What follows belongs to an exercise in optimizing a design on an open flow for small area; a production flow would make more cautious choices.
Only simulation tests tie the RTL to the original design; equivalence was not proved.
Power and IR drop assume default switching activity.

## config.mk

```make
export PLATFORM = sky130hd
export DESIGN_NAME = jpeg_header_parser
export DESIGN_NICKNAME = jpeg_header_parser
export VERILOG_FILES = /design/flow/design.v
export SDC_FILE = /design/flow/constraint.sdc
export NUM_CORES = 4
export LEC_CHECK = 0
export CAP_MARGIN = 20
export CORE_MARGIN = 2
export CORE_UTILIZATION = 65
export GPL_TIMING_DRIVEN = 0
export PLACE_DENSITY = 0.78
export SLEW_MARGIN = 20
export SYNTH_HIERARCHICAL = 1
```

## constraint.sdc

```tcl
create_clock -name core_clock -period 5.0 [get_ports {clk}]
set_input_delay 1.0000 -clock core_clock [delete_from_list [all_inputs] [get_ports {clk}]]
set_output_delay 1.0000 -clock core_clock [all_outputs]
set_load 0.01 [all_outputs]
```

## design.v

```verilog
`timescale 1ns/1ns
package jhp_pkg;
    typedef logic [8-1:0]               byte_t;
    typedef logic [15:0]                          seg_len_t;   
    typedef logic [15:0]                          dim_t;       
    typedef logic [3:0]                           ncomp_t;
    typedef logic [3:0]                           samp_t;      
    typedef logic [$clog2(2)-1:0]       qt_id_t;
    typedef logic [$clog2(64)-1:0]   qt_idx_t;
    typedef logic [1:0]                           comp_idx_t;
    typedef enum logic [2:0] {
        HUNT, MARKER_ID, LEN_HI, LEN_LO, BODY
    } scan_state_t;
    typedef enum logic [3:0] {
        SOF_PREC, SOF_H_HI, SOF_H_LO, SOF_W_HI, SOF_W_LO, SOF_NCOMP,
        SOF_C_ID, SOF_C_SAMP, SOF_C_QT, SOF_TAIL,
        DQT_INFO, DQT_READ, SOS_BODY, IGNORE
    } seg_state_t;
endpackage
`timescale 1ns/1ns
module qt_rd_mux (
    input  logic [1023:0] ring,
    input  logic [127:0]  rsel,
    output logic [7:0]    qt_rd_data
);
    for (genvar i = 0; i < 8; i++) begin : g_bit
        logic [42:0] l1;     
        logic [10:0] l2;     
        logic [3:0]  l3;     
        for (genvar g = 0; g < 42; g++) begin : g_l1
            jhp_aoi222 u (
                .a0(ring[8*(3*g)   + i]), .s0(rsel[3*g]),
                .a1(ring[8*(3*g+1) + i]), .s1(rsel[3*g+1]),
                .a2(ring[8*(3*g+2) + i]), .s2(rsel[3*g+2]),
                .y (l1[g]));
        end
        jhp_aoi22 u_l1_last (
            .a0(ring[8*126 + i]), .s0(rsel[126]),
            .a1(ring[8*127 + i]), .s1(rsel[127]),
            .y (l1[42]));
        for (genvar g = 0; g < 10; g++) begin : g_l2
            jhp_nand4 u (.a(l1[4*g]), .b(l1[4*g+1]), .c(l1[4*g+2]), .d(l1[4*g+3]), .y(l2[g]));
        end
        jhp_nand3 u_l2_last (.a(l1[40]), .b(l1[41]), .c(l1[42]), .y(l2[10]));
        jhp_nor3 u_l3_0 (.a(l2[0]), .b(l2[1]), .c(l2[2]),  .y(l3[0]));
        jhp_nor3 u_l3_1 (.a(l2[3]), .b(l2[4]), .c(l2[5]),  .y(l3[1]));
        jhp_nor3 u_l3_2 (.a(l2[6]), .b(l2[7]), .c(l2[8]),  .y(l3[2]));
        jhp_nor2 u_l3_3 (.a(l2[9]), .b(l2[10]),            .y(l3[3]));
        jhp_nand4 u_l4 (.a(l3[0]), .b(l3[1]), .c(l3[2]), .d(l3[3]), .y(qt_rd_data[i]));
    end
endmodule
module jhp_aoi222 (
    input  logic a0, s0, a1, s1, a2, s2,
    output logic y
);
    assign y = ~((a0 & s0) | (a1 & s1) | (a2 & s2));
endmodule
module jhp_aoi22 (
    input  logic a0, s0, a1, s1,
    output logic y
);
    assign y = ~((a0 & s0) | (a1 & s1));
endmodule
module jhp_nand4 (
    input  logic a, b, c, d,
    output logic y
);
    assign y = ~(a & b & c & d);
endmodule
module jhp_nand3 (
    input  logic a, b, c,
    output logic y
);
    assign y = ~(a & b & c);
endmodule
module jhp_nor2 (
    input  logic a, b,
    output logic y
);
    assign y = ~(a | b);
endmodule
module jhp_nor3 (
    input  logic a, b, c,
    output logic y
);
    assign y = ~(a | b | c);
endmodule
`timescale 1ns/1ns
module jpeg_header_parser (
    input  logic                       clk,
    input  logic                       rst_n,
    input  logic                       byte_valid,
    input  logic [7:0]                 byte_in,
    output logic                       byte_credit,
    output logic [15:0]                img_height,
    output logic [15:0]                img_width,
    output logic [3:0]                 num_components,
    output logic [3*4-1:0] comp_h_samp,      
    output logic [3*4-1:0] comp_v_samp,      
    output logic [3-1:0]   comp_quant_id,    
    output logic                       start_scan,
    input  logic                       qt_rd_table,
    input  logic [5:0]                 qt_rd_index,
    output logic [7:0]                 qt_rd_data
);
    localparam int NRING = 16;           
    logic [7:0] fmem [4];
    logic [1:0] wr_ptr, rd_ptr;
    logic [2:0] fcount;
    logic       avail, pop;
    logic [7:0] b;
    assign avail       = (fcount != 3'd0);
    assign b           = fmem[rd_ptr];
    assign byte_credit = pop;
    always_ff @(posedge clk) begin
        if (byte_valid)
            fmem[wr_ptr] <= byte_in;
    end
    always_ff @(posedge clk or negedge rst_n) begin
        if (!rst_n) begin
            wr_ptr <= '0;
            rd_ptr <= '0;
            fcount <= '0;
        end else begin
            if (byte_valid)
                wr_ptr <= wr_ptr + 2'd1;
            if (pop)
                rd_ptr <= rd_ptr + 2'd1;
            fcount <= fcount + {2'b00, byte_valid} - {2'b00, pop};
        end
    end
    localparam logic [2:0] HUNT = 3'd0, MID = 3'd1, LHI = 3'd2, LLO = 3'd3, BODY = 3'd4;
    localparam logic [1:0] SG_OTH = 2'd0, SG_SOF = 2'd1, SG_DQT = 2'd2, SG_SOS = 2'd3;
    logic [2:0]  fst;
    logic [15:0] rem;            
    logic [1:0]  seg;
    logic [5:0]  cnt;            
    logic        info;           
    logic        keep;           
    logic        tbl;            
    logic        clr;            
    logic [2:0]  m;              
    logic        in_body, last, standalone;
    logic        is_sof, is_dqt;
    logic        do_write, aligned, wr_en;
    assign in_body    = (fst == BODY);
    assign last       = (rem == 16'd3);
    assign standalone = (b == 8'h00) || (b == 8'h01) || (b[7:4] == 4'hD && b[3:0] <= 4'd9);
    assign is_sof     = in_body && (seg == SG_SOF);
    assign is_dqt     = in_body && (seg == SG_DQT);
    assign do_write   = is_dqt && !info && keep;
    assign aligned    = (cnt[2:0] + m == 3'd0);       
    assign pop        = avail && !start_scan && (!do_write || aligned);
    always_ff @(posedge clk or negedge rst_n) begin
        if (!rst_n) begin
            fst        <= HUNT;
            start_scan <= 1'b0;
            clr        <= 1'b1;
            m          <= '0;
        end else begin
            clr <= 1'b0;
            m   <= m - 3'd1;
            if (pop) begin
                case (fst)
                    HUNT: if (b == 8'hFF) fst <= MID;
                    MID: begin
                        if (standalone)       fst <= HUNT;
                        else if (b != 8'hFF)  fst <= LHI;
                    end
                    LHI: fst <= LLO;
                    LLO: fst <= (rem[15:8] != 8'd0 || b > 8'd2) ? BODY : HUNT;
                    default: begin
                        if (last) begin
                            fst <= HUNT;
                            if (seg == SG_SOS)
                                start_scan <= 1'b1;      
                        end
                    end
                endcase
            end
        end
    end
    always_ff @(posedge clk) begin
        if (pop) begin
            case (fst)
                MID: begin
                    case (b)
                        8'hC0: seg <= SG_SOF;
                        8'hDB:  seg <= SG_DQT;
                        8'hDA:  seg <= SG_SOS;
                        default:      seg <= SG_OTH;
                    endcase
                end
                LHI: rem[15:8] <= b;
                LLO: begin
                    rem[7:0] <= b;
                    cnt      <= '0;
                    info     <= 1'b1;
                end
                BODY: begin
                    rem <= rem - 16'd1;
                    if (seg == SG_SOF) begin
                        if (cnt[3:0] != 4'd15)
                            cnt <= cnt + 6'd1;
                    end else if (seg == SG_DQT) begin
                        if (info) begin
                            info <= 1'b0;
                            keep <= (b[3:1] == 3'd0);
                            tbl  <= b[0];
                        end else begin
                            cnt <= cnt + 6'd1;
                            if (cnt == 6'd63)
                                info <= 1'b1;
                        end
                    end
                end
                default: ;
            endcase
        end
    end
    logic [7:0] fb;
    logic       sof_pop;
    assign fb      = clr ? 8'h00 : b;
    assign sof_pop = pop && is_sof;
    always_ff @(posedge clk) begin
        if (clr || (sof_pop && cnt[3:0] == 4'd1)) img_height[15:8] <= fb;
        if (clr || (sof_pop && cnt[3:0] == 4'd2)) img_height[7:0]  <= fb;
        if (clr || (sof_pop && cnt[3:0] == 4'd3)) img_width[15:8]  <= fb;
        if (clr || (sof_pop && cnt[3:0] == 4'd4)) img_width[7:0]   <= fb;
        if (clr || (sof_pop && cnt[3:0] == 4'd5)) num_components   <= fb[3:0];
        for (int c = 0; c < 3; c++) begin
            if (clr || (sof_pop && cnt[3:0] == 4'(7 + 3*c) && num_components > 4'(c))) begin
                comp_h_samp[4*c +: 4] <= fb[7:4];
                comp_v_samp[4*c +: 4] <= fb[3:0];
            end
            if (clr || (sof_pop && cnt[3:0] == 4'(8 + 3*c) && num_components > 4'(c)))
                comp_quant_id[c] <= fb[0];
        end
    end
    logic [7:0] ring [NRING][8];
    logic [3:0] wring;
    assign wr_en = pop && do_write;
    assign wring = {tbl, cnt[5:3]};
    always_ff @(posedge clk) begin
        for (int j = 0; j < NRING; j++) begin
            for (int p = 1; p < 8; p++)
                ring[j][p-1] <= ring[j][p];
            ring[j][7] <= (wr_en && wring == 4'(j)) ? b : ring[j][0];
        end
    end
    logic [7:0]      lsel;
    logic [15:0]     hsel;
    logic [127:0]    rsel;
    logic [1023:0]   rflat;
    logic [7:0]      rdata;
    always_comb begin
        for (int p = 0; p < 8; p++)
            lsel[p] = (qt_rd_index[2:0] == 3'(p) - m);
        hsel = '0;
        hsel[{qt_rd_table, qt_rd_index[5:3]}] = 1'b1;
        for (int j = 0; j < NRING; j++)
            for (int p = 0; p < 8; p++) begin
                rsel[8*j+p]          = hsel[j] & lsel[p];
                rflat[8*(8*j+p) +: 8] = ring[j][p];
            end
    end
    qt_rd_mux qt_rd_mux_inst (.ring(rflat), .rsel, .qt_rd_data(rdata));
    always_ff @(posedge clk) qt_rd_data <= rdata;
endmodule
```

## flow/run.sh

```bash
#!/bin/bash
# Standard layout with three changes: port buffers use the smallest buffer,
# and the clock tree uses clkbuf_8 in clusters of 18 sinks without dummy loads.
set -euo pipefail
export BUFFER_PORTS_ARGS="-buffer_cell sky130_fd_sc_hd__buf_1"
export CTS_ARGS="-sink_clustering_enable -repair_clock_nets -buf_list sky130_fd_sc_hd__clkbuf_8 -sink_clustering_size 18 -sink_clustering_max_diameter 50 -dont_use_dummy_load"
bash standard.sh > standard.log 2>&1
```

## standard.sh

```bash
#!/bin/bash
# synth_recipe.tcl (not shown) runs the flow's synth.tcl, then flattens the netlist and writes it again
# the make line also repeats each setting of config.mk as NAME=value (left out here)
make -C /OpenROAD-flow-scripts/flow DESIGN_CONFIG=/design/flow/config.mk WORK_HOME=/design/flow/orfs CLKGATE_MAP_FILE= SYNTH_SCRIPT=/design/flow/synth_recipe.tcl "${@:-finish}"
```

==> results of run 1 <==
metrics by stage:
step / hold slack (ns) / instance area (um2) / instances / TNS [ns]
floorplan: 0.330 / 33200 / 2241 / 0
global route: 0.317 / 35500 / 3085 / 0
finish: 0.308 / 35500 / 3086 / 0
CTS: 0.311 / 35500 / 3085 / 0
detailed placement: 0.336 / 34400 / 3004 / -0.0745
global placement: 0.332 / 34400 / 3003 / 0
final cells by class:
class | instances | area [um2] | share of cell area [%]
clock buffers | 81 | 1110 | 3.14
plain buffers | 43 | 170 | 0.479
multi-input cells | 1009 | 8290 | 23.3
flip-flops and latches | 1169 | 24700 | 69.5
inverters | 20 | 75.1 | 0.211
repair buffers | 91 | 349 | 0.982
diodes | 1 | 2.50 | 0.00704
well taps | 672 | 841 | 2.37
metal layers:
metal,up-vias,wire length (um),share of wire (%)
met5,-,35,0.044
met4,6,3030,3.8
met3,194,7190,9.0
met2,1063,36000,45
met1,10300,33300,42
li1,9112,-,-
Yosys stat by module, one instance, submodules excluded, excerpt:
module	flops+latches	cells
jhp_aoi22	0	1
jhp_aoi222	0	1
jhp_nand3	0	1
jhp_nand4	0	1
jhp_nor2	0	1
jhp_nor3	0	1
jpeg_header_parser	1169	1769
flip-flops by register name, summed over array words and instances, names as in the netlist, 3 cells and up:
register	cells
ring	1024
fmem	32
img_height	16
img_width	16
rem	16
comp_h_samp	12
comp_v_samp	12
qt_rd_data	8
cnt	6
num_components	4
comp_quant_id	3
fcount	3
fst	3
m	3
power groups by stage:
stage               clock (uW)  sequential, uW  combinational (uW)
global route              4500           10100                1960
global placement             0           10200                1760
floorplan                    0           10300                 923
finish                    4090           10000                1850
CTS                       4160           10000                1830
detailed placement           0           10200                1830
logic make-up (layout without fill, tap and decap cells):
family / count (synthesis) / after routing / share of synthesized area (%)
simple gates: 417 / 417 / 6.77
mux: 137 / 137 / 4.91
flops: 1169 / 1169 / 74.3
fa+ha+maj: 21 / 21 / 0.836
compound gates: 403 / 403 / 11.6
xor+xnor: 30 / 30 / 0.836
buf+inv: 63 / 235 / 0.727
other cells: 1 / 2 / 0.0113
final timing paths:
check | to
hold / removal | ring[77][0]$_DFF_P_
max in group asynchronous | fst[1]$_DFFE_PN0P_
setup reg to reg | qt_rd_data[6]$_DFF_P_
hold reg to reg | ring[77][0]$_DFF_P_
min in group asynchronous | wr_ptr[1]$_DFFE_PN0P_
setup / recovery | qt_rd_data[6]$_DFF_P_
layout by cell type, fill, tap and decap left out, drive strengths merged, types with 19 or more instances in the layout:
cell    instances
clkbuf        119
mux2          129
edfxtp        122
buf            96
nand2          35
a222oi        336
dfxtp        1032
nand4          90
nor2          172
nor3           45
ha             19
inv            20
==> run summary, run 1 <==
Clock Tree Buf Depth 3; Cells after Synth 2241; Vias 20.7k; number of stages on the worst setup path 9; busiest metal layer after global routing met2; f_max 212 MHz; Fill cells 3469; actual slew at the worst max-slew pin 1.23 ns; max_cap viols 0; routed length per placed instance 25.8 um; Hold Path Stages 0; Net Sw Power 4170 uW; final clock skew 0.0839 ns; Synth Register Bits 1169; nets@finish 2454; core area 50300 um2; num ports 91; CP delay by family, top simple AND/OR/NAND/NOR gates; Reg power frac 62.8%; Layout Utilization 70.7%; kind of critical path flip-flop to flip-flop; CTS resizes 0; Clock power frac 25.6%; TritonCTS buffer count 81; CP max stage delay 0.82 ns; Final ANT Viol Nets 0; port buffer count 90; die width 230 um; fin crit share 94.5%; CP required 5.48 ns; DRT iter0 DRCs 3298; critical path, cell by cell xor2_1 -> nor2_1 -> o21ai_1 -> clkbuf_1 -> nor2_1 -> a222oi_1 -> nand4_1 -> nor3_2 -> nand4_1; power consumption 16000 uW; sw frac 26.1%; ys async rst share 1.28%; Mean Syn Cell Area 14.8 um2; top post-synthesis cells by area dfxtp_1 62%, edfxtp_1 11%, a222oi_1 10%; GP Congestion 0.885; share of cells above drive strength 1 11.5%; Yosys top cell area share 62.2%; Worst R2R Path Depth 9; Area Growth Syn to Fin 6.97%; slew margin rel. 17.8%; leakage power 0.0128 uW; Clk pin slew, worst setup/hold paths 0.10 ns; buffer count from post-CTS setup fixing 0; Power Density 449 nW/um2; R2R Path Start m[2]$_DFF_PN0_; EDFF count, synth 122; ys flop type dfxtp_1; FP Rows 82; Setup violations, final 0; hpwl dp 54.0 mm; Peak VDD IR 0.275 mV; worst slack, placed -0.0745 ns; H-tree depth reported by CTS 3; synth unique cells 57; crit path launch m[2]$_DFF_PN0_; GR Util met1 42.4%; final max-slew violation count 0; cell area after synthesis 33200 um2; CTS Hold Bufs 0; clock root cell clkbuf_8; clock latency on the worst-skew pair 0.71 ns; Hold WC Path Type flip-flop to flip-flop; HP Start ring[78][0]$_DFF_P_; global-route wire length before repair 121 mm; Setup crit end kind flip-flop; maximum fanout along the worst path 10; Power Internal 11800 uW; area leader, netlist dfxtp_1; vias in the first global route 20.6k; via/cell ratio 6.69; Mapped Nets 2280; Routed Wire Length 79.5 mm; CTS tree done; RSZ-0062 raised after global routing no; most frequent cell after synthesis dfxtp_1; # clock sinks 1169; grt total ovfl 0; final setup margin 0.275 ns; GRT met2 Usage 45.7%; WP buf/inv 1; Combinational Power Share 11.6%; initial antenna violation count 7; top post-synthesis cells by count 1032 x dfxtp_1, 336 x a222oi_1, 163 x nor2_1; Worst Path Arrival 5.21 ns; Die ar. 52900 um2; status timing/DRC/antenna clean; largest net degree at the start of global routing 19; Initial Utilization 66.1%; drt drc 0; Tot GR Track Use 30.0%; Die Height 230 um; post-synthesis sequential area ratio 74.3%; CP max-delay cell o21ai_1; met3 GRT Util 5.82%; final hold vios 0; reg2reg setup slack 0.28 ns; CP startpoint kind flip-flop; warning count from the yosys run 8; Final min period 4.72 ns; DR pass1 iterations 13
==> run 2: changes to the inputs <==
--- a/config.mk
+++ b/config.mk
@@ -7,8 +7,8 @@
 export LEC_CHECK = 0
 export CAP_MARGIN = 20
 export CORE_MARGIN = 2
-export CORE_UTILIZATION = 65
+export CORE_UTILIZATION = 70
 export GPL_TIMING_DRIVEN = 0
-export PLACE_DENSITY = 0.78
+export PLACE_DENSITY = 0.82
 export SLEW_MARGIN = 20
 export SYNTH_HIERARCHICAL = 1
==> run 2 against run 1 <==
  * Clock skew shrank 0.022 ns
  * Setup slack gained 0.10 ns
  * Die area shrank 7.0%
  * Critical path type is now flip-flop to output pin
  * Critical endpoint is now byte_credit
==> run summary, run 2 <==
status timing/DRC/antenna clean; # clock sinks 1169 (unchanged); CP startpoint kind flip-flop; Placed Cells 2938 (-2.2%); Peak VDD IR 0.372 mV (+35%); ys flop type dfxtp_1; commonest cells after routing, fill and taps aside 1032 x dfxtp_1, 336 x a222oi_1, 163 x nor2_1; fin cells 3016 (-2.3%); Setup violations, final 0 (unchanged); Final min period 4.62 ns (-0.102 ns); Vias 20.9k (+1.3%); die width 222 um (-3.6%); R2R Path Start m[1]$_DFF_PN0_; leakage power 0.0128 uW (-0.24%); CTS resizes 0 (unchanged); top post-synthesis cells by area dfxtp_1 62%, edfxtp_1 11%, a222oi_1 10%; share of cells above drive strength 1 11.3% (-0.19 points); Net Sw Power 4150 uW (-0.29%); Clock power frac 25.4% (-0.2 points); Power Internal 11700 uW (-0.51%); synth unique cells 57 (unchanged); power consumption 15900 uW (-0.46%); CP required 4.00 ns (-1.48 ns); Reg power frac 63.1% (+0.3 points); max reg flops 1024 (unchanged); actual slew at the worst max-slew pin 1.16 ns (-0.0746 ns); post-synthesis sequential area ratio 74.3% (unchanged); EDFF count, synth 122 (unchanged); Layout Utilization 75.9% (+5.2 points); Fill cells 2846 (-18%); port buffer count 90 (unchanged); Worst Path Arrival 3.62 ns (-1.59 ns); Power Density 449 nW/um2 (about the same); drt drc 0 (unchanged); Routed Wire Length 80.8 mm (+1.5%); Min Hold Slack 0.309 ns (+0.000489 ns); Mean Syn Cell Area 14.8 um2 (unchanged); Clk pin slew, worst setup/hold paths 0.10 ns (about the same); Hold Path Stages 0 (unchanged); top post-synthesis cells by count 1032 x dfxtp_1, 336 x a222oi_1, 163 x nor2_1; global-route wire length before repair 123 mm (+1.7%); largest net degree at the start of global routing 19 (unchanged); CTS tree done; routed length per placed instance 26.8 um (+3.9%); Combinational Power Share 11.5% (about the same); final clock skew 0.0617 ns (-0.0223 ns); sw frac 26.1% (+0.043 points); max_cap viols 0 (unchanged); Initial Utilization 71.2% (+5.1 points); critical path, cell by cell ha_1 -> fa_1 -> xor3_1 -> nor3_1 -> o31ai_1 -> inv_1 -> buf_1; ys async rst share 1.28% (unchanged); grt total ovfl 0 (unchanged); CP max stage delay 0.89 ns (+0.07 ns); hpwl dp 55.1 mm (+2.1%); H-tree depth reported by CTS 3 (unchanged); TritonCTS buffer count 78 (-3.7%); Clock Tree Buf Depth 3 (unchanged); Cells after Synth 2241 (unchanged); area leader, netlist dfxtp_1; worst slack, placed -0.0190 ns (+0.0555 ns); Tot GR Track Use 32.6% (+2.7 points); fin crit share 92.4% (-2.0 points); Biggest register ring; CP max-delay cell o31ai_1; DR pass1 iterations 15 (+2); final hold vios 0 (unchanged); nets@finish 2450 (-0.16%); RSZ-0062 raised after global routing no; clock latency on the worst-skew pair 0.68 ns (-0.03 ns); Yosys top cell area share 62.2% (unchanged); crit path to byte_credit; warning count from the yosys run 8 (unchanged); Hold WC Path Type flip-flop to flip-flop; final setup margin 0.378 ns (+0.102 ns); initial antenna violation count 7 (unchanged); Worst R2R Path Depth 12 (+3); cell area after synthesis 33200 um2 (unchanged); reg2reg setup slack 0.42 ns (+0.14 ns); slew margin rel. 22.7% (+5.0 points); vias in the first global route 20.9k (+1.2%); Mapped Nets 2280 (unchanged); DRT iter0 DRCs 3602 (+9.2%); Die ar. 49200 um2 (-7.0%); buffer count from post-CTS setup fixing 0 (unchanged); FP Rows 79 (-3.7%); Setup crit end kind output pin; maximum fanout along the worst path 7 (-3); Crit Reg-Reg Endpoint qt_rd_data[2]$_DFF_P_; crit path launch cnt[0]$_SDFFCE_PP0P_; f_max 216 MHz (+2.2%); most frequent cell after synthesis dfxtp_1; Die Height 222 um (-3.6%); clock root cell clkbuf_8; Synth Register Bits 1169 (unchanged); CTS Hold Bufs 0 (unchanged); Final ANT Viol Nets 0 (unchanged); most common cell after layout, fill and taps aside dfxtp_1; final max-slew violation count 0 (unchanged); via/cell ratio 6.93 (+3.6%); GP Congestion 0.901 (+1.9%); Area Growth Syn to Fin 6.56%; core area 46700 um2 (-7.2%); kind of critical path flip-flop to output pin; num ports 91 (unchanged); Antenna diodes 0 (-1)
## run 2: cell types whose count changed in the layout (fill, tap and decap cells not counted)
cell / delta
clkbuf_2: -1
clkbuf_1: +1
buf_6: -1
clkbuf_8: -3
diode_2: -1
## run 2: cell type report
| type | instances | area (um2) | share of cell area [%] |
|---|---|---|---|
| multi-input cells | 1009 | 8290 | 23.4 |
| inverters | 20 | 75.1 | 0.212 |
| well taps | 607 | 759 | 2.15 |
| flip-flops and latches | 1169 | 24700 | 69.8 |
| plain buffers | 43 | 169 | 0.477 |
| repair buffers | 90 | 338 | 0.954 |
| clock buffers | 78 | 1070 | 3.03 |
## run 2: worst min path at each step
stage,startpoint,slack (ns),endpoint
5_1_grt,ring[79][0]$_DFF_P_,0.31,ring[78][0]$_DFF_P_
3_3_place_gp,ring[69][3]$_DFF_P_,0.33,ring[68][3]$_DFF_P_
2_1_floorplan,ring[102][0]$_DFF_P_,0.33,ring[101][0]$_DFF_P_
6_report,ring[79][0]$_DFF_P_,0.31,ring[78][0]$_DFF_P_
4_1_cts,ring[79][3]$_DFF_P_,0.31,ring[78][3]$_DFF_P_
3_5_place_dp,ring[9][0]$_DFF_P_,0.34,ring[8][0]$_DFF_P_
## run 2: per-stage QoR
stage | TNS [ns] | area (um2)
final | 0 | 35400
after global routing | 0 | 35400
after CTS | 0 | 35400
after detailed placement | -0.0190 | 34300
after global placement | 0 | 34300
after floorplan | 0 | 33200
## run 2: modules after synthesis, one instance, submodules excluded, a selection
module,cell area [um2],flops+latches,copies in the design
jpeg_header_parser,28900,1169,1
jhp_aoi22,12.5,0,8
jhp_aoi222,10.0,0,336
jhp_nand4,6.26,0,88
jhp_nand3,5.00,0,8
jhp_nor2,3.75,0,8
## run 2: worst max-delay path, delay by kind of cell (launching register included)
kind / cells / cell delay, ns
buf+inv: 2 / 0.47
simple gates: 1 / 0.09
compound gates: 1 / 0.89
fa+ha+maj: 2 / 0.63
xor+xnor: 1 / 0.38
flops: 1 / 0.50
## run 2: metal layers
metal	share of wire [%]	up-vias	track usage [%]
met5	0.063	-	0
met1	41	10400	45.0
met3	10	208	6.73
met4	3.8	8	13.1
li1	-	9120	-
met2	46	1206	51.1
## run 2: cells by family after synthesis
group           Yosys count  share of synthesized area (%)
xor+xnor                 30                          0.836
other cells               1                         0.0113
simple gates            417                           6.77
flops                  1169                           74.3
compound gates          403                           11.6
mux                     137                           4.91
buf+inv                  63                          0.727
fa+ha+maj                21                          0.836
## run 2: power groups by stage
stage | Sequential (uW) | Clock [uW] | Combinational (uW)
2_1_floorplan | 10300 | 0 | 923
3_3_place_gp | 10200 | 0 | 1730
3_5_place_dp | 10200 | 0 | 1800
4_1_cts | 10000 | 4070 | 1800
5_1_grt | 10100 | 4410 | 1940
6_report | 10000 | 4040 | 1820
==> run 3: changes to the inputs <==
--- a/design.v
+++ b/design.v
@@ -105,28 +105,25 @@
 );
     localparam int NRING = 16;           
     logic [7:0] fmem [4];
-    logic [1:0] wr_ptr, rd_ptr;
-    logic [2:0] fcount;
+    logic [2:0] wr_ptr, rd_ptr;      
     logic       avail, pop;
     logic [7:0] b;
-    assign avail       = (fcount != 3'd0);
-    assign b           = fmem[rd_ptr];
+    assign avail       = (wr_ptr != rd_ptr);
+    assign b           = fmem[rd_ptr[1:0]];
     assign byte_credit = pop;
     always_ff @(posedge clk) begin
         if (byte_valid)
-            fmem[wr_ptr] <= byte_in;
+            fmem[wr_ptr[1:0]] <= byte_in;
     end
     always_ff @(posedge clk or negedge rst_n) begin
         if (!rst_n) begin
             wr_ptr <= '0;
             rd_ptr <= '0;
-            fcount <= '0;
         end else begin
             if (byte_valid)
-                wr_ptr <= wr_ptr + 2'd1;
+                wr_ptr <= wr_ptr + 3'd1;
             if (pop)
-                rd_ptr <= rd_ptr + 2'd1;
-            fcount <= fcount + {2'b00, byte_valid} - {2'b00, pop};
+                rd_ptr <= rd_ptr + 3'd1;
         end
     end
     localparam logic [2:0] HUNT = 3'd0, MID = 3'd1, LHI = 3'd2, LLO = 3'd3, BODY = 3'd4;
--- a/config.mk
+++ b/config.mk
@@ -7,8 +7,8 @@
 export LEC_CHECK = 0
 export CAP_MARGIN = 20
 export CORE_MARGIN = 2
-export CORE_UTILIZATION = 70
+export CORE_UTILIZATION = 65
 export GPL_TIMING_DRIVEN = 0
-export PLACE_DENSITY = 0.82
+export PLACE_DENSITY = 0.78
 export SLEW_MARGIN = 20
 export SYNTH_HIERARCHICAL = 1
==> run 3 against run 2 <==
  * Sequential cell count is 1 lower
  * Critical path type is now flip-flop to flip-flop
  * Largest power group unchanged
  * Largest cell class unchanged
  * Total power grew 4.5%
  * Highest routed layer unchanged
  * Non-clock buffer count is 6 higher
==> run summary, run 3 <==
status timing/DRC/antenna clean; core area 50300 um2 (+7.8%); leakage power 0.0125 uW (-2.1%); f_max 216 MHz (-0.32%); num ports 91 (unchanged); crit path launch m[1]$_DFF_PN0_; most common cell after layout, fill and taps aside dfxtp_1; Clock Tree Buf Depth 3 (unchanged); Fill cells 3447 (+21%); CP startpoint kind flip-flop; Crit Reg-Reg Endpoint qt_rd_data[4]$_DFF_P_; Worst Path Arrival 5.17 ns (+1.55 ns); post-synthesis sequential area ratio 74.4% (about the same); ys flop type dfxtp_1; cell area after synthesis 33200 um2 (-0.16%); grt total ovfl 0 (unchanged); CP required 5.54 ns (+1.54 ns); R2R Path Start m[1]$_DFF_PN0_; Tot GR Track Use 31.9% (-0.75 points); kind of critical path flip-flop to flip-flop; port buffer count 90 (unchanged); ys async rst share 1.20% (-0.085 points); setup tns final 0 ns (unchanged); Clk pin slew, worst setup/hold paths 0.11 ns (about the same); die width 230 um (+3.6%); final hold vios 0 (unchanged); H-tree depth reported by CTS 3 (unchanged); reg2reg setup slack 0.36 ns (-0.06 ns); fin cells 3276 (+8.6%); clock root cell clkbuf_8; nets@finish 2641 (+7.8%); Cells after Synth 2430 (+8.4%); global-route wire length before repair 129 mm (+4.4%); final max-slew violation count 0 (unchanged); fin crit share 92.7% (+0.30 points); Mapped Nets 2467 (+8.2%); most frequent cell after synthesis dfxtp_1; DR pass1 iterations 14 (-1); via/cell ratio 6.78 (-2.3%); Vias 22.2k (+6.2%); Final Instance Area 35500 um2 (+0.25%); synth unique cells 56 (-1.8%); Mean Syn Cell Area 13.6 um2 (-7.9%); buffer count from post-CTS setup fixing 0 (unchanged); Setup violations, final 0 (unchanged); top post-synthesis cells by count 1032 x dfxtp_1, 336 x a222oi_1, 180 x nand2_1; drt drc 0 (unchanged); DRT iter0 DRCs 3928 (+9.1%); CTS tree done; max reg flops 1024 (unchanged); clock latency on the worst-skew pair 0.69 ns (about the same); hpwl dp 58.8 mm (+6.7%); CTS Hold Bufs 0 (unchanged); GP Congestion 0.911 (+1.1%); slew margin rel. 17.2% (-5.6 points); Setup crit end kind flip-flop; actual slew at the worst max-slew pin 1.23 ns (+0.0753 ns); crit path to qt_rd_data[4]$_DFF_P_; Die ar. 52900 um2 (+7.4%); Biggest register ring; largest net degree at the start of global routing 19 (unchanged); Worst R2R Path Depth 12 (unchanged); initial antenna violation count 6 (-1); Area Growth Syn to Fin 6.99%; Synth Register Bits 1168 (-0.086%); EDFF count, synth 122 (unchanged); Final ANT Viol Nets 0 (unchanged); area leader, netlist dfxtp_1; max_cap viols 0 (unchanged); Yosys top cell area share 62.3% (+0.099 points); Power Density 468 nW/um2 (+4.3%); commonest cells after routing, fill and taps aside 1032 x dfxtp_1, 336 x a222oi_1, 180 x nand2_1; CTS resizes 0 (unchanged); RSZ-0062 raised after global routing no; final clock skew 0.0685 ns (+0.00688 ns); TritonCTS buffer count 80 (+2.6%); warning count from the yosys run 8 (unchanged); Final min period 4.64 ns (+0.0150 ns); maximum fanout along the worst path 10 (+3); top post-synthesis cells by area dfxtp_1 62%, edfxtp_1 11%, a222oi_1 10%; share of cells above drive strength 1 5.50% (-5.8 points); routed length per placed instance 25.9 um (-3.4%); Initial Utilization 66.0% (-5.2 points); Area after DPL 34400 um2 (+0.16%); Min Hold Slack 0.288 ns (-0.0210 ns); vias in the first global route 21.9k (+4.9%); Peak VDD IR 0.394 mV (+5.9%); Die Height 230 um (+3.6%); # clock sinks 1168 (-0.086%); FP Rows 82 (+3.8%); Hold WC Path Type flip-flop to flip-flop; Routed Wire Length 84.7 mm (+4.9%); Placed Cells 3194 (+8.7%)
[run 3: cell count changes in the layout (fill, tap and decap cells not counted), sizes merged, moves of 4 or more]
cell    delta
buf        +4
clkbuf     +4
mux2     -121
mux2i     +19
mux4       -5
nand2    +145
nand3      +6
nand4     +16
nor2       +6
nor2b      -5
o21ai    +128
[run 3: kinds of logic (layout without fill, tap and decap cells)]
family / count (synthesis) / in the layout / synth area share [%]
DFF: 1168 / 1168 / 74.4
and+or+nand+nor: 583 / 583 / 8.59
AOI/OAI and AO/OA: 531 / 531 / 13.5
buffers and inverters: 66 / 238 / 0.815
xor gates and xnor gates: 32 / 32 / 0.890
muxes: 30 / 30 / 1.05
adders and majority gates: 19 / 19 / 0.739
other: 1 / 3 / 0.0113
[run 3: per-layer routing]
layer	global-route usage (%)	share of wire, %
met2	49.5	45
met5	0	0.046
met3	7.75	10
met1	43.1	40
met4	13.3	4.2
[run 3: how the worst min path moves through the flow]
stage                            to                  from  cells past startpoint  slack, ns
3_3_place_gp   ring[104][5]$_DFF_P_  ring[105][5]$_DFF_P_                      0       0.33
5_1_grt         ring[60][6]$_DFF_P_   ring[61][6]$_DFF_P_                      0       0.30
4_1_cts         ring[60][6]$_DFF_P_   ring[61][6]$_DFF_P_                      0       0.30
2_1_floorplan  ring[101][0]$_DFF_P_  ring[102][0]$_DFF_P_                      0       0.33
6_report        ring[57][4]$_DFF_P_   ring[58][4]$_DFF_P_                      0       0.29
3_5_place_dp     ring[5][0]$_DFF_P_    ring[6][0]$_DFF_P_                      0       0.34
[run 3: per-module statistics from Yosys (local to each module, per instance), a selection]
module	times used	cells	flops+latches	area [um2]
jhp_nand3	8	1	0	5.00
jhp_aoi222	336	1	0	10.0
jhp_aoi22	8	1	0	12.5
jpeg_header_parser	1	1958	1168	28800
jhp_nor3	24	1	0	10.0
jhp_nand4	88	1	0	6.26
jhp_nor2	8	1	0	3.75
[run 3: cell type report]
cell class,count,area (um2),share of cell area (%)
Buffer,47,199,0.561
Sequential cell,1168,24700,69.5
Multi-Input combinational cell,1196,8240,23.2
Tap cell,672,841,2.37
Antenna cell,2,5.00,0.0141
Timing Repair Buffer,92,360,1.02
Clock buffer,80,1100,3.10
Inverter,19,71.3,0.201
[run 3: where the power goes]
part           internal [uW]  switching [uW]  leakage [uW]
registers               9950             206       0.00965
logic                    613            1740       0.00230
clock network           1440            2670      0.000575
[run 3: per-stage QoR]
stage	power, uW	worst slack, ns	utilization [%]
2_1_floorplan	11700	1.88	-
3_3_place_gp	12500	-0.0193	68.3
3_5_place_dp	12600	-0.0318	68.4
4_1_cts	16600	0.570	70.6
5_1_grt	17200	0.357	70.6
6_report	16600	0.363	70.6
[run 3: critical path, stage by stage, from the launching register on]
cell	delay, ns
dfrtp_1	0.50
inv_1	0.08
ha_1	0.30
xor2_1	0.26
nor2_1	0.09
nand2b_1	0.08
clkbuf_1	0.62
clkbuf_1	0.74
nor2_1	0.41
a222oi_1	0.48
nand4_1	0.29
nor3_2	0.44
nand4_1	0.21
==> run 4: changes to the inputs <==
--- a/design.v
+++ b/design.v
@@ -24,9 +24,7 @@
     output logic [7:0]    qt_rd_data
 );
     for (genvar i = 0; i < 8; i++) begin : g_bit
-        logic [42:0] l1;     
-        logic [10:0] l2;     
-        logic [3:0]  l3;     
+        logic [41:0] l1;     
         for (genvar g = 0; g < 42; g++) begin : g_l1
             jhp_aoi222 u (
                 .a0(ring[8*(3*g)   + i]), .s0(rsel[3*g]),
@@ -34,19 +32,11 @@
                 .a2(ring[8*(3*g+2) + i]), .s2(rsel[3*g+2]),
                 .y (l1[g]));
         end
-        jhp_aoi22 u_l1_last (
+        jhp_or_tail u_or (
+            .l1(l1[41:0]),
             .a0(ring[8*126 + i]), .s0(rsel[126]),
             .a1(ring[8*127 + i]), .s1(rsel[127]),
-            .y (l1[42]));
-        for (genvar g = 0; g < 10; g++) begin : g_l2
-            jhp_nand4 u (.a(l1[4*g]), .b(l1[4*g+1]), .c(l1[4*g+2]), .d(l1[4*g+3]), .y(l2[g]));
-        end
-        jhp_nand3 u_l2_last (.a(l1[40]), .b(l1[41]), .c(l1[42]), .y(l2[10]));
-        jhp_nor3 u_l3_0 (.a(l2[0]), .b(l2[1]), .c(l2[2]),  .y(l3[0]));
-        jhp_nor3 u_l3_1 (.a(l2[3]), .b(l2[4]), .c(l2[5]),  .y(l3[1]));
-        jhp_nor3 u_l3_2 (.a(l2[6]), .b(l2[7]), .c(l2[8]),  .y(l3[2]));
-        jhp_nor2 u_l3_3 (.a(l2[9]), .b(l2[10]),            .y(l3[3]));
-        jhp_nand4 u_l4 (.a(l3[0]), .b(l3[1]), .c(l3[2]), .d(l3[3]), .y(qt_rd_data[i]));
+            .y (qt_rd_data[i]));
     end
 endmodule
 module jhp_aoi222 (
@@ -55,35 +45,12 @@
 );
     assign y = ~((a0 & s0) | (a1 & s1) | (a2 & s2));
 endmodule
-module jhp_aoi22 (
-    input  logic a0, s0, a1, s1,
-    output logic y
-);
-    assign y = ~((a0 & s0) | (a1 & s1));
-endmodule
-module jhp_nand4 (
-    input  logic a, b, c, d,
-    output logic y
-);
-    assign y = ~(a & b & c & d);
-endmodule
-module jhp_nand3 (
-    input  logic a, b, c,
-    output logic y
-);
-    assign y = ~(a & b & c);
-endmodule
-module jhp_nor2 (
-    input  logic a, b,
-    output logic y
-);
-    assign y = ~(a | b);
-endmodule
-module jhp_nor3 (
-    input  logic a, b, c,
-    output logic y
-);
-    assign y = ~(a | b | c);
+module jhp_or_tail (
+    input  logic [41:0] l1,
+    input  logic        a0, s0, a1, s1,
+    output logic        y
+);
+    assign y = ~&l1 | (a0 & s0) | (a1 & s1);
 endmodule
 `timescale 1ns/1ns
 module jpeg_header_parser (
--- a/config.mk
+++ b/config.mk
@@ -10,5 +10,6 @@
 export CORE_UTILIZATION = 65
 export GPL_TIMING_DRIVEN = 0
 export PLACE_DENSITY = 0.78
+export SETUP_SLACK_MARGIN = 0.3
 export SLEW_MARGIN = 20
 export SYNTH_HIERARCHICAL = 1
==> run 4 against run 3 <==
  * Largest cell class unchanged
  * Maximum frequency shrank 2.0%
  * Worst hold slack worse by 0.0038 ns
  * Die area down 0.53%
  * Area after synthesis fell by 0.54%
  * Total power up 0.19%
  * Wire length rose by 3.3%
  * Highest routed layer is now met4
==> run summary, run 4 <==
drt drc 0 (unchanged); FP Rows 82 (unchanged); Mapped Nets 2459 (-0.32%); most frequent cell after synthesis dfxtp_1; DR pass1 iterations 11 (-3); Clock power frac 24.7% (about the same); synth unique cells 56 (unchanged); Peak VDD IR 0.469 mV (+19%); final max-slew violation count 0 (unchanged); warning count from the yosys run 8 (unchanged); f_max 211 MHz (-2.0%); area leader, netlist dfxtp_1; Clk pin slew, worst setup/hold paths 0.10 ns (about the same); Hold WC Path Type flip-flop to flip-flop; actual slew at the worst max-slew pin 1.23 ns (-0.00692 ns); port buffer count 90 (unchanged); Die ar. 52600 um2 (-0.53%); status timing/DRC/antenna clean; Setup crit end kind flip-flop; Net Sw Power 4650 uW (+0.82%); Routed Wire Length 87.6 mm (+3.3%); Initial Utilization 65.8% (-0.22 points); RSZ-0062 raised after global routing no; cell area after synthesis 33000 um2 (-0.54%); kind of critical path flip-flop to flip-flop; DRT iter0 DRCs 3788 (-3.6%); vias in the first global route 21.8k (-0.53%); Combinational Power Share 14.3% (+0.2 points); worst slack, placed -0.701 ns (-0.669 ns); fin crit share 94.6% (+1.9 points); post-synthesis sequential area ratio 74.8% (+0.41 points); most common cell after layout, fill and taps aside dfxtp_1; Final min period 4.73 ns (+0.0930 ns); Yosys top cell area share 62.6% (+0.34 points); ys async rst share 1.20% (unchanged); num ports 91 (unchanged); EDFF count, synth 122 (unchanged); Clock Tree Buf Depth 3 (unchanged); Placed Cells 3185 (-0.28%); Die Height 229 um (-0.27%); clock root cell clkbuf_8; Tot GR Track Use 33.0% (+1.1 points); final clock skew 0.0752 ns (+0.00665 ns); CP startpoint kind flip-flop; routed length per placed instance 26.8 um (+3.6%); Setup violations, final 0 (unchanged); Final ANT Viol Nets 0 (unchanged); initial antenna violation count 1 (-5); share of cells above drive strength 1 4.74% (-0.75 points); sw frac 27.9% (+0.17 points); core area 50200 um2 (-0.20%); Synth Register Bits 1168 (unchanged); slew margin rel. 18.2% (+1.0 points); leakage power 0.0126 uW (+0.15%); fin cells 3268 (-0.24%); top post-synthesis cells by area dfxtp_1 63%, edfxtp_1 11%, a222oi_1 10%; clock latency on the worst-skew pair 0.72 ns (+0.03 ns); Power Density 470 nW/um2 (+0.48%); max_cap viols 0 (unchanged); via/cell ratio 6.72 (-0.80%); GP Congestion 0.974 (+6.9%); Mean Syn Cell Area 13.6 um2 (-0.21%); Biggest register ring; die width 229 um (-0.27%); max reg flops 1024 (unchanged); Reg power frac 61.0% (about the same); reg2reg setup slack 0.27 ns (-0.09 ns); Power Internal 12000 uW (about the same); largest net degree at the start of global routing 19 (unchanged); top post-synthesis cells by count 1032 x dfxtp_1, 336 x a222oi_1, 188 x nand2_1; CTS tree done; Vias 22.0k (-1.0%); Area Growth Syn to Fin 7.27%; H-tree depth reported by CTS 3 (unchanged); TritonCTS buffer count 80 (unchanged); final setup margin 0.270 ns (-0.0930 ns); final hold vios 0 (unchanged); nets@finish 2632 (-0.34%); buffer count from post-CTS setup fixing 0 (unchanged); ys flop type dfxtp_1; commonest cells after routing, fill and taps aside 1032 x dfxtp_1, 336 x a222oi_1, 188 x nand2_1; maximum fanout along the worst path 10 (unchanged); Cells after Synth 2422 (-0.33%); hpwl dp 62.7 mm (+6.6%); Worst Path Arrival 5.21 ns (+0.04 ns); grt total ovfl 0 (unchanged); CP required 5.48 ns (-0.06 ns); # clock sinks 1168 (unchanged); global-route wire length before repair 131 mm (+2.0%)
==> run 4: cell count changes in the layout (fill, tap and decap cells not counted), sizes merged, moves of 8 or more <==
cell | before | now
nand2 | 180 | 188
a221oi | 0 | 8
nand3 | 21 | 13
a22oi | 8 | 0
nor3 | 44 | 20
nor4 | 7 | 23
==> run 4: kinds of logic (layout without fill, tap and decap cells) <==
family / after synthesis / after routing / synth area share [%]
buffers and inverters: 66 / 237 / 0.819
adders and majority gates: 19 / 19 / 0.743
xor gates and xnor gates: 32 / 32 / 0.895
AOI/OAI and AO/OA: 531 / 531 / 13.5
DFF: 1168 / 1168 / 74.8
muxes: 30 / 30 / 1.05
and+or+nand+nor: 575 / 575 / 8.18
other: 1 / 4 / 0.0114
==> run 4: final cells by class <==
| class | instances | area, um2 |
|---|---|---|
| flip-flops and latches | 1168 | 24700 |
| repair buffers | 91 | 353 |
| multi-input cells | 1188 | 8130 |
| plain buffers | 47 | 211 |
| inverters | 19 | 71.3 |
| fillers | 3433 | 14800 |
| clock buffers | 80 | 1100 |
| diodes | 3 | 7.51 |
| well taps | 672 | 841 |
==> run 4: routing by layer <==
| layer | part of all wire (%) | track usage (%) |
|---|---|---|
| met2 | 46 | 52.3 |
| met4 | 6.1 | 18.2 |
| met5 | 0 | 0 |
| met3 | 8.9 | 6.87 |
| met1 | 39 | 42.7 |
==> run 4: modules after synthesis (local to each module, per instance), a selection <==
module,flops+latches,cells,cell area (um2)
jhp_aoi222,0,1,10.0
jhp_or_tail,0,16,97.6
jpeg_header_parser,1168,1958,28800
==> run 4: what timing repair did <==
action | CTS | global route
resized for setup | 11 | 5
endpoints found under the setup margin | 8 | 3
hold endpoints to repair | 0 | 0
hold buffers | 0 | 0
==> run 4: path summary, 6_finish.rpt <==
path	startpoint	to	cells past startpoint
setup / recovery	m[1]$_DFF_PN0_	qt_rd_data[2]$_DFF_P_	11
hold / removal	ring[116][7]$_DFF_P_	ring[115][7]$_DFF_P_	0
setup reg to reg	m[1]$_DFF_PN0_	qt_rd_data[2]$_DFF_P_	11
hold reg to reg	ring[116][7]$_DFF_P_	ring[115][7]$_DFF_P_	0
max in group asynchronous	rst_n	m[0]$_DFF_PN0_	1
min in group asynchronous	rst_n	fst[2]$_DFFE_PN0P_	1
==> run 4: power by group through the flow <==
stage	Combinational [uW]	Clock, uW	Sequential, uW
floorplan	1280	0	10400
global placement	2230	0	10300
detailed placement	2310	0	10400
CTS	2310	4150	10100
global route	2490	4490	10200
finish	2380	4110	10200
==> run 4: through the flow <==
step                util (%)  total power [uW]  area (um2)  setup TNS [ns]  hold slack (ns)
finish                  70.5             16600       35400               0            0.284
global route            70.5             17200       35400               0            0.302
global placement        68.1             12600       34200           -5.21            0.332
CTS                     70.5             16600       35300               0            0.291
floorplan                  -             11700       33000               0            0.330
detailed placement      68.2             12700       34200           -3.97            0.336
==> run 4: critical path: stages, from the launching register on <==
cell	delay [ns]
dfrtp_1	0.51
inv_1	0.08
ha_1	0.32
xor2_1	0.19
nor2_1	0.08
nand2_1	0.39
clkdlybuf4s15_1	0.77
nor2_1	0.39
a222oi_1	0.44
nand4_1	0.20
nor4_1	0.77
nand4_1	0.39
==> run 5: changes to the inputs <==
--- a/config.mk
+++ b/config.mk
@@ -7,9 +7,9 @@
 export LEC_CHECK = 0
 export CAP_MARGIN = 20
 export CORE_MARGIN = 2
-export CORE_UTILIZATION = 65
+export CORE_UTILIZATION = 70
 export GPL_TIMING_DRIVEN = 0
-export PLACE_DENSITY = 0.78
+export PLACE_DENSITY = 0.82
 export SETUP_SLACK_MARGIN = 0.3
 export SLEW_MARGIN = 20
 export SYNTH_HIERARCHICAL = 1
==> run 5 against run 4 <==
  * Setup slack worse by 0.076 ns
  * Sequential cell count stayed put
  * First-iteration DRC count is 17% higher
  * Synthesized cell count stayed put
  * Register-to-register slack worse by 0.04 ns
  * Wire length is 0.45% higher
  * Critical path type is now primary input to flip-flop
  * Largest cell class unchanged
==> run summary, run 5 <==
status timing/DRC/antenna clean; HP Start ring[98][2]$_DFF_P_; maximum fanout along the worst path 10 (unchanged); vias in the first global route 21.8k (+0.19%); Routed Wire Length 88.0 mm (+0.45%); mux cell area share after synthesis 1.05% (unchanged); kind of critical path primary input to flip-flop; final max-slew violation count 0 (unchanged); most common cell after layout, fill and taps aside dfxtp_1; drt drc 0 (unchanged); DR pass1 iterations 14 (+3); Placed Cells 3120 (-2.0%); Vias 22.4k (+2.0%); Final ANT Viol Nets 0 (unchanged); Area Growth Syn to Fin 6.83%; max_cap viols 0 (unchanged); CTS tree done; H-tree depth reported by CTS 3 (unchanged); largest family of logic cells by synthesized area compound AO/OA/AOI/OAI gates; Final min period 4.81 ns (+0.0759 ns); Worst Hold End ring[97][2]$_DFF_P_; routed length per placed instance 27.5 um (+2.6%); actual slew at the worst max-slew pin 1.20 ns (-0.0309 ns); final hold vios 0 (unchanged); top post-synthesis cells by area dfxtp_1 63%, edfxtp_1 11%, a222oi_1 10%; CP max-delay cell nor4_1; clock root cell clkbuf_8; post-synthesis sequential area ratio 74.8% (unchanged); nets@finish 2629 (-0.11%); port buffer count 90 (unchanged); Synth Area in Adders 0.743% (unchanged); RSZ-0062 raised after global routing yes; clock latency on the worst-skew pair 0.71 ns (about the same); Clock Tree Buf Depth 3 (unchanged); final clock skew 0.0580 ns (-0.0172 ns); Mean Syn Cell Area 13.6 um2 (unchanged); grt total ovfl 0 (unchanged); Worst Path Arrival 5.32 ns (+0.11 ns); cell area after synthesis 33000 um2 (unchanged); Crit Reg-Reg Endpoint qt_rd_data[1]$_DFF_P_; fin crit share 96.1% (+1.5 points); DRT iter0 DRCs 4425 (+17%); TritonCTS buffer count 77 (-3.8%); # clock sinks 1168 (unchanged); R2R Path Start m[2]$_DFF_PN0_; fin cells 3200 (-2.1%); Mapped Nets 2459 (unchanged); Setup violations, final 0 (unchanged); CP startpoint kind primary input; Biggest register ring; Worst R2R Path Depth 9 (-2); core area 46600 um2 (-7.2%); num ports 91 (unchanged); area leader, netlist dfxtp_1; CP max stage delay 0.99 ns (+0.22 ns); reg2reg setup slack 0.23 ns (-0.04 ns); CP required 5.51 ns (+0.03 ns); Peak VDD IR 0.411 mV (-12%); share of cells above drive strength 1 4.75% (+0.0055 points); initial antenna violation count 3 (+2); Fill cells 2856 (-17%); leakage power 0.0125 uW (-0.25%); Setup crit end kind flip-flop; Hold Path Stages 0 (unchanged); most frequent cell after synthesis dfxtp_1; die width 221 um (-3.6%); max reg flops 1024 (unchanged); Tot GR Track Use 35.5% (+2.5 points); Hold WC Path Type flip-flop to flip-flop; f_max 208 MHz (-1.6%); GP Congestion 0.945 (-3.0%); Compound-Gate Fraction of Synth Area 13.5% (unchanged); slew margin rel. 20.2% (+2.1 points); setup tns final 0 ns (unchanged); FP Rows 79 (-3.7%); Initial Utilization 70.9% (+5.1 points); Layout Utilization 75.7% (+5.2 points); hpwl dp 62.3 mm (-0.57%); buffer count from post-CTS setup fixing 0 (unchanged); global-route wire length before repair 132 mm (+0.24%); simple-gate share of the synthesized area 8.18% (unchanged); Min Hold Slack 0.318 ns (+0.0334 ns); Die Height 221 um (-3.6%); ys async rst share 1.20% (unchanged); Die ar. 48900 um2 (-7.0%); synth unique cells 56 (unchanged); top post-synthesis cells by count 1032 x dfxtp_1, 336 x a222oi_1, 188 x nand2_1; ys flop type dfxtp_1; Yosys top cell area share 62.6% (unchanged); xor/xnor share of the synthesized area 0.895% (unchanged); commonest cells after routing, fill and taps aside 1032 x dfxtp_1, 336 x a222oi_1, 188 x nand2_1; EDFF count, synth 122 (unchanged); Cells after Synth 2422 (unchanged); Synth Register Bits 1168 (unchanged); final setup margin 0.194 ns (-0.0759 ns); cell mode on critical path nand4_1; CTS Hold Bufs 0 (unchanged); crit path launch qt_rd_index[2]; warning count from the yosys run 8 (unchanged); worst slack, placed -0.991 ns (-0.290 ns); critical path, cell by cell buf_1 -> xor2_1 -> nor3_1 -> o21ai_1 -> clkbuf_2 -> nor2_1 -> a222oi_1 -> nand4_1 -> nor4_1 -> nand4_1; Clk pin slew, worst setup/hold paths 0.10 ns (about the same); largest net degree at the start of global routing 19 (unchanged); via/cell ratio 7.00 (+4.1%); Power Density 470 nW/um2 (about the same)
[run 5: cell counts after synthesis]
No cell type changed its count.
[run 5: through the flow]
| step | instance area [um2] | power, uW |
|---|---|---|
| floorplan | 33000 | 11700 |
| global placement | 34100 | 12600 |
| detailed placement | 34100 | 12700 |
| CTS | 35200 | 16500 |
| global route | 35200 | 17100 |
| finish | 35200 | 16600 |
[run 5: power breakdown]
| group | internal (uW) | switching, uW | leakage [uW] |
|---|---|---|---|
| clock network | 1390 | 2640 | 0.000554 |
| registers | 9950 | 214 | 0.00965 |
| logic | 607 | 1760 | 0.00231 |
[run 5: critical path, delay by kind of cell]
family / cells / cell delay [ns]
xor+xnor: 1 / 0.35
compound gates: 2 / 1.34
simple gates: 5 / 1.83
buf+inv: 2 / 0.77
[run 5: metal layers]
| layer | global-route usage, % | vias to the layer above | routed length, um | part of all wire, % |
|---|---|---|---|---|
| met5 | 0 | - | 0 | 0 |
| met4 | 18.4 | 0 | 5140 | 5.8 |
| met3 | 7.69 | 308 | 9740 | 11 |
| met2 | 54.7 | 1479 | 39700 | 45 |
| met1 | 47.7 | 10900 | 33400 | 38 |
| li1 | - | 9698 | - | - |
[run 5: worst max-delay path by stage]
stage	cells past startpoint	slack, ns	to
2_1_floorplan	7	1.88	rem[10]$_DFFE_PP_
3_3_place_gp	10	-0.95	qt_rd_data[6]$_DFF_P_
3_5_place_dp	10	-0.99	qt_rd_data[4]$_DFF_P_
4_1_cts	10	0.34	qt_rd_data[4]$_DFF_P_
5_1_grt	10	0.27	qt_rd_data[1]$_DFF_P_
6_report	10	0.19	qt_rd_data[1]$_DFF_P_
[run 5: cell type report]
class,instances,area [um2],share of cell area [%]
antenna,3,7.51,0.0213
buffer,47,208,0.589
clock buffer,77,1060,3.01
inverter,19,71.3,0.202
multi-input combinational,1188,8110,23.0
sequential,1168,24700,70.0
tap,607,759,2.15
timing repair buffer,91,349,0.991
[run 5: repair_timing]
item / 4_1_cts / 5_1_grt
pin swaps: 0 / 0
gates resized for setup: 10 / 8
endpoints found under the setup margin: 8 / 7
hold endpoints to repair: 0 / 0
[run 5: logic make-up (layout without fill, tap and decap cells)]
kind of cell | Yosys count | after routing
other | 1 | 4
flip-flops | 1168 | 1168
XOR/XNOR | 32 | 32
buffers and inverters | 66 | 234
adder cells (fa/ha/maj) | 19 | 19
multiplexers | 30 | 30
AO/OA/AOI/OAI | 531 | 531
AND/OR/NAND/NOR | 575 | 575
[run 5: per-module statistics from Yosys, one instance, submodules excluded, excerpt]
module,flip-flops and latches,cells inside
jpeg_header_parser,1168,1958
jhp_or_tail,0,16
jhp_aoi222,0,1
==> run 6: changes to the inputs <==
--- a/design.v
+++ b/design.v
@@ -72,25 +72,28 @@
 );
     localparam int NRING = 16;           
     logic [7:0] fmem [4];
-    logic [2:0] wr_ptr, rd_ptr;      
+    logic [1:0] wr_ptr, rd_ptr;
+    logic [2:0] fcount;
     logic       avail, pop;
     logic [7:0] b;
-    assign avail       = (wr_ptr != rd_ptr);
-    assign b           = fmem[rd_ptr[1:0]];
+    assign avail       = (fcount != 3'd0);
+    assign b           = fmem[rd_ptr];
     assign byte_credit = pop;
     always_ff @(posedge clk) begin
         if (byte_valid)
-            fmem[wr_ptr[1:0]] <= byte_in;
+            fmem[wr_ptr] <= byte_in;
     end
     always_ff @(posedge clk or negedge rst_n) begin
         if (!rst_n) begin
             wr_ptr <= '0;
             rd_ptr <= '0;
+            fcount <= '0;
         end else begin
             if (byte_valid)
-                wr_ptr <= wr_ptr + 3'd1;
+                wr_ptr <= wr_ptr + 2'd1;
             if (pop)
-                rd_ptr <= rd_ptr + 3'd1;
+                rd_ptr <= rd_ptr + 2'd1;
+            fcount <= fcount + {2'b00, byte_valid} - {2'b00, pop};
         end
     end
     localparam logic [2:0] HUNT = 3'd0, MID = 3'd1, LHI = 3'd2, LLO = 3'd3, BODY = 3'd4;
--- a/config.mk
+++ b/config.mk
@@ -7,9 +7,8 @@
 export LEC_CHECK = 0
 export CAP_MARGIN = 20
 export CORE_MARGIN = 2
-export CORE_UTILIZATION = 70
+export CORE_UTILIZATION = 65
 export GPL_TIMING_DRIVEN = 0
-export PLACE_DENSITY = 0.82
-export SETUP_SLACK_MARGIN = 0.3
+export PLACE_DENSITY = 0.78
 export SLEW_MARGIN = 20
 export SYNTH_HIERARCHICAL = 1
==> run 6 against run 5 <==
  * The layout now fails its checks (setup timing)
  * Final cell count decreased by 3.9%
  * First-iteration DRC count decreased by 12%
  * Critical endpoint is now qt_rd_data[6]$_DFF_P_
  * Area after synthesis increased by 0.16%
  * Sequential power about the same
  * Core utilization decreased by 5.2 points
  * Total power decreased by 3.5%
  * Critical path type unchanged
  * Wire length decreased by 3.7%
  * Via count decreased by 7.4%
  * Synthesized cell count decreased by 7.8%
  * Sequential cell count increased by 1
  * Non-clock buffer count decreased by 5
  * Clock skew increased by 0.012 ns
==> run summary, run 6 <==
actual slew at the worst max-slew pin 1.27 ns (+0.0701 ns); EDFF count, synth 122 (unchanged); fin cells 3076 (-3.9%); final hold vios 0 (unchanged); CP delay by family, top simple AND/OR/NAND/NOR gates; DR pass1 iterations 14 (unchanged); Yosys top cell area share 62.5% (-0.10 points); Blocking Checks setup timing; Final ANT Viol Nets 0 (unchanged); cell area after synthesis 33000 um2 (+0.16%); leakage power 0.0128 uW (+2.4%); Setup crit end kind flip-flop; maximum fanout along the worst path 10 (unchanged); fin crit share 103% (+7.2 points); grt total ovfl 0 (unchanged); Final Instance Area 35400 um2 (+0.40%); final clock skew 0.0704 ns (+0.0124 ns); warning count from the yosys run 8 (unchanged); # clock sinks 1169 (+0.086%); CP max-delay cell nor4_1; Cells after Synth 2233 (-7.8%); ys async rst share 1.28% (+0.085 points); TritonCTS buffer count 80 (+3.9%); status finished with violations; port buffer count 90 (unchanged); clock latency on the worst-skew pair 0.71 ns (about the same); clock root cell clkbuf_8; Mean Syn Cell Area 14.8 um2 (+8.6%); GP Congestion 0.967 (+2.4%); kind of critical path primary input to flip-flop; share of cells above drive strength 1 10.5% (+5.8 points); Die Height 229 um (+3.8%); CP max stage delay 1.08 ns (+0.09 ns); initial antenna violation count 3 (unchanged); nets@finish 2444 (-7.0%); Synth Register Bits 1169 (+0.086%); Die ar. 52700 um2 (+7.7%); most common cell after layout, fill and taps aside dfxtp_1; f_max 194 MHz (-7.0%); num ports 91 (unchanged); most frequent cell after synthesis dfxtp_1; final setup margin -0.168 ns (-0.361 ns); routed length per placed instance 27.5 um (+0.19%); Clk pin slew, worst setup/hold paths 0.10 ns (about the same); Area Growth Syn to Fin 7.09%; Routed Wire Length 84.7 mm (-3.7%); core area 50200 um2 (+7.8%); die width 229 um (+3.8%); cell mode on critical path nand4_1; DRT iter0 DRCs 3889 (-12%); Peak VDD IR 0.312 mV (-24%); Placed Cells 2995 (-4.0%); vias in the first global route 20.4k (-6.7%); Tot GR Track Use 31.8% (-3.7 points); CP startpoint kind primary input; WP buf/inv 2 (unchanged); Worst Path Arrival 5.69 ns (+0.37 ns); CTS tree done; Area after DPL 34200 um2 (+0.34%); FP Rows 82 (+3.8%); top post-synthesis cells by area dfxtp_1 63%, edfxtp_1 11%, a222oi_1 10%; Hold WC Path Type flip-flop to flip-flop; slew margin rel. 15.0% (-5.2 points); CP required 5.52 ns (about the same); critical path, cell by cell buf_1 -> xor2_1 -> nor3_1 -> o21ai_2 -> clkbuf_1 -> nor2_1 -> a222oi_1 -> nand4_1 -> nor4_1 -> nand4_1; area leader, netlist dfxtp_1; via/cell ratio 6.74 (-3.6%); global-route wire length before repair 126 mm (-4.3%); final max-slew violation count 0 (unchanged); top post-synthesis cells by count 1032 x dfxtp_1, 336 x a222oi_1, 163 x nor2_1; hpwl dp 60.0 mm (-3.7%); CTS Hold Bufs 0 (unchanged); Vias 20.7k (-7.4%); Mapped Nets 2272 (-7.6%); max_cap viols 0 (unchanged); drt drc 0 (unchanged); Biggest register ring; max reg flops 1024 (unchanged); largest net degree at the start of global routing 19 (unchanged); Clock Tree Buf Depth 3 (unchanged); post-synthesis sequential area ratio 74.8% (about the same); H-tree depth reported by CTS 3 (unchanged); Final min period 5.17 ns (+0.361 ns); power consumption 16000 uW (-3.5%); synth unique cells 56 (unchanged); ys flop type dfxtp_1; Initial Utilization 65.9% (-5.0 points); commonest cells after routing, fill and taps aside 1032 x dfxtp_1, 336 x a222oi_1, 163 x nor2_1; Setup violations, final 2 (+2); Power Density 452 nW/um2 (-3.9%)
[run 6: layout make-up]
cell class / count / area [um2]
sequential: 1169 / 24700
fill: 3311 / 14800
multi-input combinational: 1001 / 8150
clock buffer: 80 / 1100
tap: 672 / 841
timing repair buffer: 90 / 338
buffer: 43 / 179
inverter: 20 / 75.1
antenna: 1 / 2.50
[run 6: per-module statistics from Yosys, one instance, submodules excluded, a selection]
module / cell area [um2] / flip-flops and latches / times used
jpeg_header_parser: 28900 / 1169 / 1
jhp_aoi222: 10.0 / 0 / 336
jhp_or_tail: 97.6 / 0 / 8
[run 6: final timing paths]
| path | startpoint | to | slack [ns] | depth (start not counted) |
|---|---|---|---|---|
| worst max-delay path | qt_rd_index[2] | qt_rd_data[6]$_DFF_P_ | -0.17 | 10 |
| worst min register to register | ring[85][0]$_DFF_P_ | ring[84][0]$_DFF_P_ | 0.32 | 0 |
| max in group asynchronous | rst_n | fcount[2]$_DFF_PN0_ | 3.91 | 1 |
| min in group asynchronous | rst_n | m[0]$_DFF_PN0_ | 0.46 | 1 |
| worst min-delay path | ring[85][0]$_DFF_P_ | ring[84][0]$_DFF_P_ | 0.32 | 0 |
| worst max register to register | m[2]$_DFF_PN0_ | qt_rd_data[6]$_DFF_P_ | -0.16 | 9 |
[run 6: kinds of logic after synthesis]
group                    synth area share, %
adder cells (fa/ha/maj)                0.841
other                                 0.0113
XOR/XNOR                               0.841
multiplexers                            4.94
AO/OA/AOI/OAI                           11.5
buffers and inverters                  0.731
AND/OR/NAND/NOR                         6.35
flip-flops                              74.8
[run 6: per-layer routing]
layer | up-vias | part of all wire (%) | global-route usage, %
met5 | - | 0.032 | 0
met4 | 4 | 3.6 | 11.1
met3 | 210 | 9.7 | 7.13
met2 | 1168 | 46 | 50.2
met1 | 10300 | 41 | 43.7
li1 | 9106 | - | -
[run 6: worst register-to-register path, cell delays in order, from the launching register on]
cell      delay [ns]
dfrtp_1         0.48
xnor2_1         0.39
nor2_1          0.13
o21ai_2         0.60
clkbuf_1        0.85
nor2_1          0.41
a222oi_1        0.55
nand4_1         0.26
nor4_1          1.08
nand4_1         0.24
[run 6: through the flow]
step | setup WS (ns) | utilization [%] | hold WS, ns | TNS [ns]
floorplan | 1.45 | - | 0.330 | 0
global placement | -0.982 | 68.2 | 0.332 | -6.14
detailed placement | -1.06 | 68.2 | 0.335 | -6.69
CTS | 0.0541 | 70.5 | 0.318 | 0
global route | -0.0230 | 70.5 | 0.316 | -0.0230
finish | -0.168 | 70.5 | 0.323 | -0.168
[run 6: power by group]
| group | internal, uW | switching (uW) |
|---|---|---|
| clock | 1440 | 2680 |
| sequential | 9880 | 150 |
| combinational | 456 | 1390 |
[run 6: repair_timing]
item,4_1_cts,5_1_grt
buffers inserted,0,0
gates resized for setup,7,8
endpoints found under the hold margin,0,0
setup endpoints to repair,6,7

[separate check: timing with driven ports]
Ports are ideal in the flow. The routed layouts listed here were re-timed in OpenROAD.
Step 1: set_driving_cell puts a clkbuf_16 on clk and a buf_2 on each other input, an assumption about the parent block.
Step 2 moves the port delays by t, midway between the first and last clock arrival at a register: inputs arrive t later, outputs are due t later. That takes back most of the time a late clock gives input paths.
a / b / c = no drivers / after step 1 / after step 2; a / b = the first two.
run	t (ns)	slack for setup (ns)	worst setup path after step 2	latest minus earliest clock arrival (ns)	worst slew at a driven data input, ns
run 1	0.719	0.275 / 0.275 / -0.428	input to register	0.105 / 0.106	0.10
run 2	0.713	0.378 / 0.322 / -0.230	input to register	0.069 / 0.070	0.11
run 3	0.731	0.363 / 0.363 / -0.266	input to register	0.102 / 0.103	0.12
run 4	0.738	0.270 / 0.270 / -0.318	input to register	0.077 / 0.077	0.09
run 5	0.744	0.194 / 0.224 / -0.520	input to register	0.064 / 0.064	0.10
run 6	0.734	-0.168 / -0.161 / -0.872	input to register	0.070 / 0.071	0.09
With both steps, setup timing fails in 5 of these runs, where it was met with ideal ports. The setup slack of run 5, which loses most, moves by +0.030 ns with the drivers and by -0.714 ns with both steps.
